From an optimization exercise on the open Yosys and OpenROAD flow, aimed at small area and a short achievable clock period; shortcuts taken in it are not production practice.
RTL that was checked went through simulation tests only; none was proved equivalent to the original.
No activity file was given, so power comes from the tool's default toggle rates.

==> inputs of run Z <==
==> flow/design.v <==
package isa_pkg;
	localparam int OPCODE_BITS = 6;
	localparam int REG_BITS = 5;
	localparam int IMM_BITS = 14;
	typedef logic [OPCODE_BITS-1:0] opcode_t;
	typedef logic [2:0] op_class_t;
	localparam op_class_t CLS_ALU = 3'd0;
	localparam op_class_t CLS_ALU0 = 3'd1;
	localparam op_class_t CLS_MULDIV = 3'd2;
	localparam op_class_t CLS_BRANCH = 3'd3;
	localparam op_class_t CLS_MEM = 3'd4;
	localparam opcode_t OP_NOP = 6'h00;
	localparam opcode_t OP_ADD = 6'h01;
	localparam opcode_t OP_SUB = 6'h02;
	localparam opcode_t OP_ADDI = 6'h03;
	localparam opcode_t OP_SHL = 6'h04;
	localparam opcode_t OP_SHLI = 6'h05;
	localparam opcode_t OP_MUL = 6'h08;
	localparam opcode_t OP_DIV = 6'h09;
	localparam opcode_t OP_BEQ = 6'h10;
	localparam opcode_t OP_LD = 6'h18;
	localparam opcode_t OP_ST = 6'h19;
	localparam int OPCODE_LSB = 26;
	function automatic op_class_t op_class_of(input opcode_t op);
		op_class_t cls;
		cls = CLS_ALU;
		case (op)
			OP_NOP, OP_ADD, OP_SUB: cls = CLS_ALU;
			OP_ADDI: cls = CLS_ALU;
			OP_SHL: cls = CLS_ALU0;
			OP_SHLI: cls = CLS_ALU0;
			OP_MUL, OP_DIV: cls = CLS_MULDIV;
			OP_BEQ: cls = CLS_BRANCH;
			OP_LD, OP_ST: cls = CLS_MEM;
			default: cls = CLS_ALU;
		endcase
		op_class_of = cls;
	endfunction
	function automatic logic op_is_imm(input opcode_t op);
		logic is_imm;
		is_imm = 1'b0;
		case (op)
			OP_ADDI, OP_SHLI, OP_BEQ, OP_LD, OP_ST: is_imm = 1'b1;
			default: is_imm = 1'b0;
		endcase
		op_is_imm = is_imm;
	endfunction
endpackage
package dispatch_pkg;
	localparam int SLOT_COUNT = 5;
	localparam int SLOT_ALU0 = 0;
	localparam int SLOT_ALU1 = 1;
	localparam int SLOT_MULDIV = 2;
	localparam int SLOT_BRANCH = 3;
	localparam int SLOT_MEM = 4;
	localparam int PREG_BITS = 7;
	localparam int OPERAND_BITS = 16;
	typedef logic [PREG_BITS-1:0] preg_t;
endpackage
`timescale 1ns/1ps
module dispatch_top #(
	parameter int ROB_ENTRIES = 8,
	parameter int RS_DEPTH = 4,
	localparam int IDX_BITS = $clog2(ROB_ENTRIES),
	localparam int NSLOT = dispatch_pkg::SLOT_COUNT,
	localparam int PW = dispatch_pkg::PREG_BITS,
	localparam int OPW = dispatch_pkg::OPERAND_BITS,
	localparam int OCW = isa_pkg::OPCODE_BITS
) (
	input  logic clk,
	input  logic rst_n,
	input  logic alloc_v,
	input  logic [31:0] alloc_instr,
	input  logic [PW-1:0] alloc_psrc1,
	input  logic [PW-1:0] alloc_psrc2,
	input  logic [PW-1:0] alloc_pdst,
	input  logic [1:0] alloc_src_ready,
	output logic alloc_ready,
	input  logic wakeup_v,
	input  logic [PW-1:0] wakeup_tag,
	input  logic [ROB_ENTRIES-1:0] stomp_mask,
	input  logic commit_v,
	input  logic [NSLOT-1:0] credit_return,
	input  logic cfg_we,
	input  logic [NSLOT-1:0] cfg_wdata,
	output logic [NSLOT-1:0] cfg_rdata,
	output logic [NSLOT-1:0] issue_v,
	output logic [NSLOT*IDX_BITS-1:0] issue_rob_idx,
	output logic [NSLOT*OCW-1:0] issue_opcode,
	output logic [NSLOT*PW-1:0] issue_pdst,
	output logic [NSLOT*PW-1:0] issue_psrc1,
	output logic [NSLOT*OPW-1:0] issue_operand2,
	output logic [NSLOT-1:0] issue_is_imm
);
	localparam int N = ROB_ENTRIES;
	localparam int IMMW = isa_pkg::IMM_BITS;
	logic [N-1:0] valid;
	logic [N-1:0] taken;        
	logic [N-1:0] stomp;
	logic [N-1:0] rdy1;
	logic [N-1:0] rdy2;
	logic [N-1:0] elig_q;       
	logic [N-1:0][OCW-1:0] op;
	logic [N-1:0][IMMW-1:0] fld;
	logic [N-1:0][PW-1:0] ps1;
	logic [N-1:0][PW-1:0] pd;
	logic [IDX_BITS-1:0] head;
	logic [IDX_BITS-1:0] tail;
	logic full;
	logic [NSLOT-1:0] iv;
	logic [NSLOT-1:0][N-1:0] pick;
	logic [NSLOT-1:0][N-1:0] pick_ns;   
	logic [NSLOT-1:0] pst;
	logic [1:0] pimm;           
	logic [NSLOT-1:0][RS_DEPTH-1:0] crd;
	logic [NSLOT-1:0] en;
	logic [N-1:0] c_alu, c_alu0, c_md, c_br, c_mem, c_imm;
	logic [N-1:0] elig, dm;
	always_comb begin
		for (int i = 0; i < N; i++) begin
			c_md[i] = (op[i][5:1] == 5'b00100);
			c_br[i] = (op[i] == 6'h10);
			c_mem[i] = (op[i][5:1] == 5'b01100);
			c_alu0[i] = (op[i][5:1] == 5'b00010);
			c_alu[i] = !(c_md[i] || c_br[i] || c_mem[i] || c_alu0[i]);
			c_imm[i] = (op[i] == 6'h03) || (op[i] == 6'h05) || c_br[i] || c_mem[i];
			dm[i] = 1'b0;
			for (int s = 0; s < NSLOT; s++)
				dm[i] = dm[i] || pick[s][i];
		end
	end
	function automatic logic [N-1:0] first_one(input logic [N-1:0] x);
		logic seen;
		seen = 1'b0;
		for (int i = 0; i < N; i++) begin
			first_one[i] = x[i] && !seen;
			seen = seen || x[i];
		end
	endfunction
	logic [NSLOT-1:0] free;
	logic [NSLOT-1:0][N-1:0] sel;
	logic [NSLOT-1:0] sel_v;
	logic [NSLOT-1:0] sel_st;
	logic [N-1:0] sel_mask;
	always_comb begin
		for (int s = 0; s < NSLOT; s++)
			free[s] = en[s] && (iv[s] ? crd[s][1] : crd[s][0]);
		elig = elig_q;
		sel[0] = free[0] ? first_one(elig & (c_alu | c_alu0)) : '0;
		sel[1] = free[1] ? first_one(elig & c_alu & ~sel[0]) : '0;
		sel[2] = free[2] ? first_one(elig & c_md) : '0;
		sel[3] = free[3] ? first_one(elig & c_br) : '0;
		sel[4] = free[4] ? first_one(elig & c_mem) : '0;
		sel_mask = '0;
		for (int s = 0; s < NSLOT; s++) begin
			sel_v[s] = |sel[s];
			sel_st[s] = |(sel[s] & stomp);
			sel_mask = sel_mask | sel[s];
		end
	end
	logic do_alloc, do_commit;
	logic [N-1:0] head_oh, tail_oh;
	logic [IDX_BITS-1:0] tail_inc;
	logic [OCW-1:0] a_op;
	logic a_imm;
	logic [IMMW-1:0] a_fld;
	always_comb begin
		for (int i = 0; i < N; i++) begin
			head_oh[i] = (head == IDX_BITS'(i));
			tail_oh[i] = (tail == IDX_BITS'(i));
		end
	end
	assign tail_inc = tail + 1'b1;
	assign alloc_ready = !full;
	assign do_alloc = alloc_v && !full;
	assign do_commit = commit_v && |(head_oh & valid & taken & ~dm);
	assign a_op = alloc_instr[31:isa_pkg::OPCODE_LSB];
	assign a_imm = (a_op == 6'h03) || (a_op == 6'h05) || (a_op == 6'h10) || (a_op[5:1] == 5'b01100);
	assign a_fld = a_imm ? alloc_instr[IMMW-1:0] : {{(IMMW - PW){1'b0}}, alloc_psrc2};
	always_ff @(posedge clk) begin
		if (!rst_n) begin
			head <= '0;
			tail <= '0;
			full <= 1'b0;
			valid <= '0;
		end else begin
			for (int i = 0; i < N; i++) begin
				if (valid[i]) begin
					if (do_commit && head_oh[i])
						valid[i] <= 1'b0;
				end else begin
					if (do_alloc && tail_oh[i])
						valid[i] <= 1'b1;
				end
			end
			if (do_commit)
				head <= head + 1'b1;
			if (do_alloc)
				tail <= tail_inc;
			full <= !do_commit && (full || (do_alloc && tail_inc == head));
		end
	end
	logic a_r1, a_r2;
	logic [N-1:0] n_r1, n_r2, n_stomp, n_imm, pre_elig;
	assign a_r1 = alloc_src_ready[0] || (wakeup_v && alloc_psrc1 == wakeup_tag);
	assign a_r2 = alloc_src_ready[1] || (wakeup_v && alloc_psrc2 == wakeup_tag);
	always_comb begin
		for (int i = 0; i < N; i++) begin
			if (valid[i]) begin
				n_r1[i] = rdy1[i] || (wakeup_v && ps1[i] == wakeup_tag);
				n_r2[i] = rdy2[i] || (wakeup_v && fld[i][PW-1:0] == wakeup_tag);
				n_stomp[i] = stomp[i] || stomp_mask[i];
				n_imm[i] = c_imm[i];
				pre_elig[i] = !taken[i] && rst_n;
			end else begin
				n_r1[i] = a_r1;
				n_r2[i] = a_r2;
				n_stomp[i] = 1'b0;
				n_imm[i] = a_imm;
				pre_elig[i] = do_alloc && tail_oh[i] && rst_n;
			end
		end
	end
	always_ff @(posedge clk) begin
		for (int i = 0; i < N; i++) begin
			if (!valid[i]) begin
				op[i] <= a_op;
				fld[i] <= a_fld;
				ps1[i] <= alloc_psrc1;
				pd[i] <= alloc_pdst;
				taken[i] <= 1'b0;
			end else begin
				taken[i] <= taken[i] || sel_mask[i];
			end
			rdy1[i] <= n_r1[i];
			rdy2[i] <= n_r2[i];
			stomp[i] <= n_stomp[i];
			elig_q[i] <= pre_elig[i] && !sel_mask[i] &&
				(n_stomp[i] || (n_r1[i] && (n_imm[i] || n_r2[i])));
		end
	end
	always_ff @(posedge clk) begin
		if (!rst_n)
			iv <= '0;
		else
			iv <= sel_v;
		pick <= sel;
		pimm[0] <= |(sel[0] & ~stomp & c_imm);
		pimm[1] <= |(sel[1] & ~stomp & c_imm);
		for (int s = 0; s < NSLOT; s++)
			pick_ns[s] <= sel[s] & ~stomp;
		pst <= sel_st;
	end
	always_ff @(posedge clk) begin
		for (int s = 0; s < NSLOT; s++) begin
			if (!rst_n)
				crd[s] <= '1;
			else if (iv[s] && !credit_return[s])
				crd[s] <= {1'b0, crd[s][RS_DEPTH-1:1]};
			else if (!iv[s] && credit_return[s])
				crd[s] <= {crd[s][RS_DEPTH-2:0], 1'b1};
		end
		if (!rst_n)
			en <= '1;
		else if (cfg_we)
			en <= cfg_wdata;
	end
	assign cfg_rdata = en;
	assign issue_v = iv;
	logic [NSLOT-1:0][OCW-1:0] x_op;
	logic [NSLOT-1:0][IMMW-1:0] x_fld;
	logic [NSLOT-1:0][PW-1:0] x_ps1;
	logic [NSLOT-1:0][PW-1:0] x_pd;
	logic [NSLOT-1:0][IDX_BITS-1:0] x_idx;
	always_comb begin
		for (int s = 0; s < NSLOT; s++) begin
			x_op[s] = '0;
			x_fld[s] = '0;
			x_ps1[s] = '0;
			x_pd[s] = '0;
			x_idx[s] = '0;
			for (int i = 0; i < N; i++) begin
				if (pick[s][i]) begin
					x_pd[s] = x_pd[s] | pd[i];
					x_idx[s] = x_idx[s] | IDX_BITS'(i);
				end
				if (pick_ns[s][i]) begin
					x_op[s] = x_op[s] | op[i];
					x_fld[s] = x_fld[s] | fld[i];
					x_ps1[s] = x_ps1[s] | ps1[i];
				end
			end
		end
	end
	always_comb begin
		for (int s = 0; s < NSLOT; s++) begin
			issue_rob_idx[s*IDX_BITS +: IDX_BITS] = x_idx[s];
			issue_pdst[s*PW +: PW] = x_pd[s];
			issue_psrc1[s*PW +: PW] = x_ps1[s];
			issue_operand2[s*OPW +: OPW] = {{(OPW - IMMW){x_fld[s][IMMW-1]}}, x_fld[s]};
		end
		issue_opcode[0 +: OCW] = x_op[0];
		issue_is_imm[0] = pimm[0];
		issue_opcode[OCW +: OCW] = x_op[1];
		issue_is_imm[1] = pimm[1];
		issue_opcode[2*OCW +: OCW] = {2'b00, !pst[2], 2'b00, x_op[2][0]};
		issue_is_imm[2] = 1'b0;
		issue_operand2[2*OPW +: OPW] = {{(OPW - PW){1'b0}}, x_fld[2][PW-1:0]};
		issue_opcode[3*OCW +: OCW] = {1'b0, !pst[3], 4'b0000};
		issue_is_imm[3] = !pst[3];
		issue_opcode[4*OCW +: OCW] = {1'b0, !pst[4], !pst[4], 2'b00, x_op[4][0]};
		issue_is_imm[4] = !pst[4];
	end
endmodule
==> flow/flow/run.sh <==
#!/bin/bash
# Standard ORFS layout, but the port buffers use the smallest plain buffer
# instead of the delay cell buffer_ports picks by default.
set -euo pipefail
export BUFFER_PORTS_ARGS="-buffer_cell sky130_fd_sc_hd__buf_1"
bash standard.sh > orfs_flow.log 2>&1
==> flow/standard.sh <==
#!/bin/bash
# synth_recipe.tcl (not shown) runs the flow's synth.tcl, then flattens the netlist and writes it again
# the make line also repeats each setting of config.mk as NAME=value (left out here)
make -C /OpenROAD-flow-scripts/flow DESIGN_CONFIG=/design/flow/config.mk WORK_HOME=/design/flow/orfs CLKGATE_MAP_FILE= SYNTH_SCRIPT=/design/flow/synth_recipe.tcl "${@:-finish}"
==> flow/config.mk <==
export PLATFORM = sky130hd
export DESIGN_NAME = dispatch_top
export DESIGN_NICKNAME = dispatch_top
export VERILOG_FILES = /design/flow/design.v
export SDC_FILE = /design/flow/constraint.sdc
export NUM_CORES = 4
export LEC_CHECK = 0
export CAP_MARGIN = 20
export CORE_MARGIN = 2
export CORE_UTILIZATION = 55
export CTS_CLUSTER_DIAMETER = 150
export CTS_CLUSTER_SIZE = 24
export SETUP_SLACK_MARGIN = 4.0
export SLEW_MARGIN = 20
==> flow/constraint.sdc <==
create_clock -name core_clock -period 7.5 [get_ports {clk}]
set_input_delay 1.5000 -clock core_clock [delete_from_list [all_inputs] [get_ports {clk}]]
set_output_delay 1.5000 -clock core_clock [all_outputs]
set_load 0.01 [all_outputs]
==> run R (differences from run Z) <==
--- a/flow/design.v
+++ b/flow/design.v
@@ -97,3 +97,7 @@
 	logic [N-1:0] valid;
-	logic [N-1:0] taken;        
+	logic [N-1:0] pnd_alu;      
+	logic [N-1:0] pnd_any0;     
+	logic [N-1:0] pnd_md;
+	logic [N-1:0] pnd_br;
+	logic [N-1:0] pnd_mem;
 	logic [N-1:0] stomp;
@@ -101,3 +105,4 @@
 	logic [N-1:0] rdy2;
-	logic [N-1:0] elig_q;       
+	logic [N-1:0] m1;
+	logic [N-1:0] m2;
 	logic [N-1:0][OCW-1:0] op;
@@ -116,17 +121,2 @@
 	logic [NSLOT-1:0] en;
-	logic [N-1:0] c_alu, c_alu0, c_md, c_br, c_mem, c_imm;
-	logic [N-1:0] elig, dm;
-	always_comb begin
-		for (int i = 0; i < N; i++) begin
-			c_md[i] = (op[i][5:1] == 5'b00100);
-			c_br[i] = (op[i] == 6'h10);
-			c_mem[i] = (op[i][5:1] == 5'b01100);
-			c_alu0[i] = (op[i][5:1] == 5'b00010);
-			c_alu[i] = !(c_md[i] || c_br[i] || c_mem[i] || c_alu0[i]);
-			c_imm[i] = (op[i] == 6'h03) || (op[i] == 6'h05) || c_br[i] || c_mem[i];
-			dm[i] = 1'b0;
-			for (int s = 0; s < NSLOT; s++)
-				dm[i] = dm[i] || pick[s][i];
-		end
-	end
 	function automatic logic [N-1:0] first_one(input logic [N-1:0] x);
@@ -139,2 +129,3 @@
 	endfunction
+	logic [N-1:0] rdy, dm, alu_imm;
 	logic [NSLOT-1:0] free;
@@ -145,10 +136,16 @@
 	always_comb begin
+		for (int i = 0; i < N; i++) begin
+			rdy[i] = stomp[i] || ((rdy1[i] || m1[i]) && (rdy2[i] || m2[i]));
+			alu_imm[i] = (op[i] == 6'h03) || (op[i] == 6'h05);
+			dm[i] = 1'b0;
+			for (int s = 0; s < NSLOT; s++)
+				dm[i] = dm[i] || pick[s][i];
+		end
 		for (int s = 0; s < NSLOT; s++)
 			free[s] = en[s] && (iv[s] ? crd[s][1] : crd[s][0]);
-		elig = elig_q;
-		sel[0] = free[0] ? first_one(elig & (c_alu | c_alu0)) : '0;
-		sel[1] = free[1] ? first_one(elig & c_alu & ~sel[0]) : '0;
-		sel[2] = free[2] ? first_one(elig & c_md) : '0;
-		sel[3] = free[3] ? first_one(elig & c_br) : '0;
-		sel[4] = free[4] ? first_one(elig & c_mem) : '0;
+		sel[0] = free[0] ? first_one(rdy & pnd_any0) : '0;
+		sel[1] = free[1] ? first_one(rdy & pnd_alu & ~sel[0]) : '0;
+		sel[2] = free[2] ? first_one(rdy & pnd_md) : '0;
+		sel[3] = free[3] ? first_one(rdy & pnd_br) : '0;
+		sel[4] = free[4] ? first_one(rdy & pnd_mem) : '0;
 		sel_mask = '0;
@@ -161,6 +158,6 @@
 	logic do_alloc, do_commit;
-	logic [N-1:0] head_oh, tail_oh;
+	logic [N-1:0] head_oh, tail_oh, pnd;
 	logic [IDX_BITS-1:0] tail_inc;
 	logic [OCW-1:0] a_op;
-	logic a_imm;
+	logic a_imm, a_md, a_br, a_mem, a_alu0, a_m1, a_m2;
 	logic [IMMW-1:0] a_fld;
@@ -172,2 +169,3 @@
 	end
+	assign pnd = pnd_any0 | pnd_md | pnd_br | pnd_mem;
 	assign tail_inc = tail + 1'b1;
@@ -175,6 +173,12 @@
 	assign do_alloc = alloc_v && !full;
-	assign do_commit = commit_v && |(head_oh & valid & taken & ~dm);
+	assign do_commit = commit_v && |(head_oh & valid & ~pnd & ~dm);
 	assign a_op = alloc_instr[31:isa_pkg::OPCODE_LSB];
-	assign a_imm = (a_op == 6'h03) || (a_op == 6'h05) || (a_op == 6'h10) || (a_op[5:1] == 5'b01100);
+	assign a_md = (a_op[5:1] == 5'b00100);
+	assign a_br = (a_op == 6'h10);
+	assign a_mem = (a_op[5:1] == 5'b01100);
+	assign a_alu0 = (a_op[5:1] == 5'b00010);
+	assign a_imm = (a_op == 6'h03) || (a_op == 6'h05) || a_br || a_mem;
 	assign a_fld = a_imm ? alloc_instr[IMMW-1:0] : {{(IMMW - PW){1'b0}}, alloc_psrc2};
+	assign a_m1 = wakeup_v && alloc_psrc1 == wakeup_tag;
+	assign a_m2 = wakeup_v && alloc_psrc2 == wakeup_tag;
 	always_ff @(posedge clk) begin
@@ -185,2 +189,7 @@
 			valid <= '0;
+			pnd_alu <= '0;
+			pnd_any0 <= '0;
+			pnd_md <= '0;
+			pnd_br <= '0;
+			pnd_mem <= '0;
 		end else begin
@@ -190,5 +199,14 @@
 						valid[i] <= 1'b0;
+					pnd_alu[i] <= pnd_alu[i] && !sel_mask[i];
+					pnd_any0[i] <= pnd_any0[i] && !sel_mask[i];
+					pnd_md[i] <= pnd_md[i] && !sel_mask[i];
+					pnd_br[i] <= pnd_br[i] && !sel_mask[i];
+					pnd_mem[i] <= pnd_mem[i] && !sel_mask[i];
 				end else begin
-					if (do_alloc && tail_oh[i])
-						valid[i] <= 1'b1;
+					valid[i] <= do_alloc && tail_oh[i];
+					pnd_alu[i] <= do_alloc && tail_oh[i] && !(a_md || a_br || a_mem || a_alu0);
+					pnd_any0[i] <= do_alloc && tail_oh[i] && !(a_md || a_br || a_mem);
+					pnd_md[i] <= do_alloc && tail_oh[i] && a_md;
+					pnd_br[i] <= do_alloc && tail_oh[i] && a_br;
+					pnd_mem[i] <= do_alloc && tail_oh[i] && a_mem;
 				end
@@ -202,23 +220,2 @@
 	end
-	logic a_r1, a_r2;
-	logic [N-1:0] n_r1, n_r2, n_stomp, n_imm, pre_elig;
-	assign a_r1 = alloc_src_ready[0] || (wakeup_v && alloc_psrc1 == wakeup_tag);
-	assign a_r2 = alloc_src_ready[1] || (wakeup_v && alloc_psrc2 == wakeup_tag);
-	always_comb begin
-		for (int i = 0; i < N; i++) begin
-			if (valid[i]) begin
-				n_r1[i] = rdy1[i] || (wakeup_v && ps1[i] == wakeup_tag);
-				n_r2[i] = rdy2[i] || (wakeup_v && fld[i][PW-1:0] == wakeup_tag);
-				n_stomp[i] = stomp[i] || stomp_mask[i];
-				n_imm[i] = c_imm[i];
-				pre_elig[i] = !taken[i] && rst_n;
-			end else begin
-				n_r1[i] = a_r1;
-				n_r2[i] = a_r2;
-				n_stomp[i] = 1'b0;
-				n_imm[i] = a_imm;
-				pre_elig[i] = do_alloc && tail_oh[i] && rst_n;
-			end
-		end
-	end
 	always_ff @(posedge clk) begin
@@ -230,11 +227,14 @@
 				pd[i] <= alloc_pdst;
-				taken[i] <= 1'b0;
+				rdy1[i] <= alloc_src_ready[0];
+				rdy2[i] <= alloc_src_ready[1] || a_imm;
+				m1[i] <= a_m1;
+				m2[i] <= a_m2;
+				stomp[i] <= 1'b0;
 			end else begin
-				taken[i] <= taken[i] || sel_mask[i];
+				rdy1[i] <= rdy1[i] || m1[i];
+				rdy2[i] <= rdy2[i] || m2[i];
+				m1[i] <= wakeup_v && ps1[i] == wakeup_tag;
+				m2[i] <= wakeup_v && fld[i][PW-1:0] == wakeup_tag;
+				stomp[i] <= stomp[i] || stomp_mask[i];
 			end
-			rdy1[i] <= n_r1[i];
-			rdy2[i] <= n_r2[i];
-			stomp[i] <= n_stomp[i];
-			elig_q[i] <= pre_elig[i] && !sel_mask[i] &&
-				(n_stomp[i] || (n_r1[i] && (n_imm[i] || n_r2[i])));
 		end
@@ -247,4 +247,4 @@
 		pick <= sel;
-		pimm[0] <= |(sel[0] & ~stomp & c_imm);
-		pimm[1] <= |(sel[1] & ~stomp & c_imm);
+		pimm[0] <= |(sel[0] & ~stomp & alu_imm);
+		pimm[1] <= |(sel[1] & ~stomp & alu_imm);
 		for (int s = 0; s < NSLOT; s++)
- CORE_UTILIZATION: 55 -> 40
- SETUP_SLACK_MARGIN: 4.0 -> 4.1
==> metrics.md <==
| Metric | Value |
|---|---|
| Outcome | `finished clean` |
| FMAX | `285 MHz` |
| Simple-gate share of the synthesized area | `0.145` |
| Final worst path period need | `3.51 ns` |
| Share of post-route cells with drive strength above 1 | `0.0573` |
| Flop+latch power | `2.96 mW` |
| Mux cell area share after synthesis | `0.0154` |
| Final net count | `2,496` |
| Dpl hpwl | `63.1 mm` |
| Hold Worst Slack | `0.482 ns` |
-- figures above: run Z

==> metrics.md <==
| Metric | Value |
|---|---|
| Sequential cells | `482` |
| HP Start | `crd[18]` |
| H-tree depth | `1` |
| Dpl hpwl | `71.9 mm` |
| Clock transition at path regs | `0.10 ns` |
| Simple-gate share of the synthesized area | `0.138` |
| Vias | `23,900` |
| WP buf/inv | `1` |
| Final worst path period need | `3.55 ns` |
| Synth Flop Type | `edfxtp_1` |
| Routed Antenna Nets | `0` |
| Peak supply drop | `0.172 mV` |
| Final net count | `2,632` |
| Flop+latch power | `3.22 mW` |
| Required @ worst endpoint | `6.00 ns` |
| GR met1 Demand/Resource | `0.434` |
| FMAX | `281 MHz` |
| Leakage | `9.61 nW` |
| Outcome | `finished clean` |
| Share of post-route cells with drive strength above 1 | `0.116` |
| Hold Worst Slack | `0.482 ns` |
-- figures above: run R

Only the layout flow was run in run R; the RTL was not checked for function there.

## what the ideal ports hide
Ports are ideal in the flow. The routed layouts listed here were re-timed in OpenROAD. Step 1 (the two cells are an assumption about what drives the block):
set clk [get_ports {clk}]
set_driving_cell -lib_cell sky130_fd_sc_hd__clkbuf_16 $clk
set_driving_cell -lib_cell sky130_fd_sc_hd__buf_2 [delete_from_list [all_inputs] $clk]
Step 2, shift: input delay + t, output delay - t, t = (earliest + latest rising clock arrival at the registers) / 2. This alone moves slack from input paths to output paths. a / b / c = no drivers / after step 1 / after step 2; a / b = the first two.
| run | shift t [ns] | slack for setup (ns) | clock arrival spread, ns |
|---|---|---|---|
| run Z | 0.631 | 3.987 / 3.926 / 3.434 | 0.029 / 0.029 |
| run R | 0.648 | 3.946 / 3.884 / 3.562 | 0.031 / 0.032 |
After both steps every run listed still meets setup and hold. The setup slack of run Z, which loses most, moves by -0.061 ns with the drivers and by -0.553 ns with both steps.
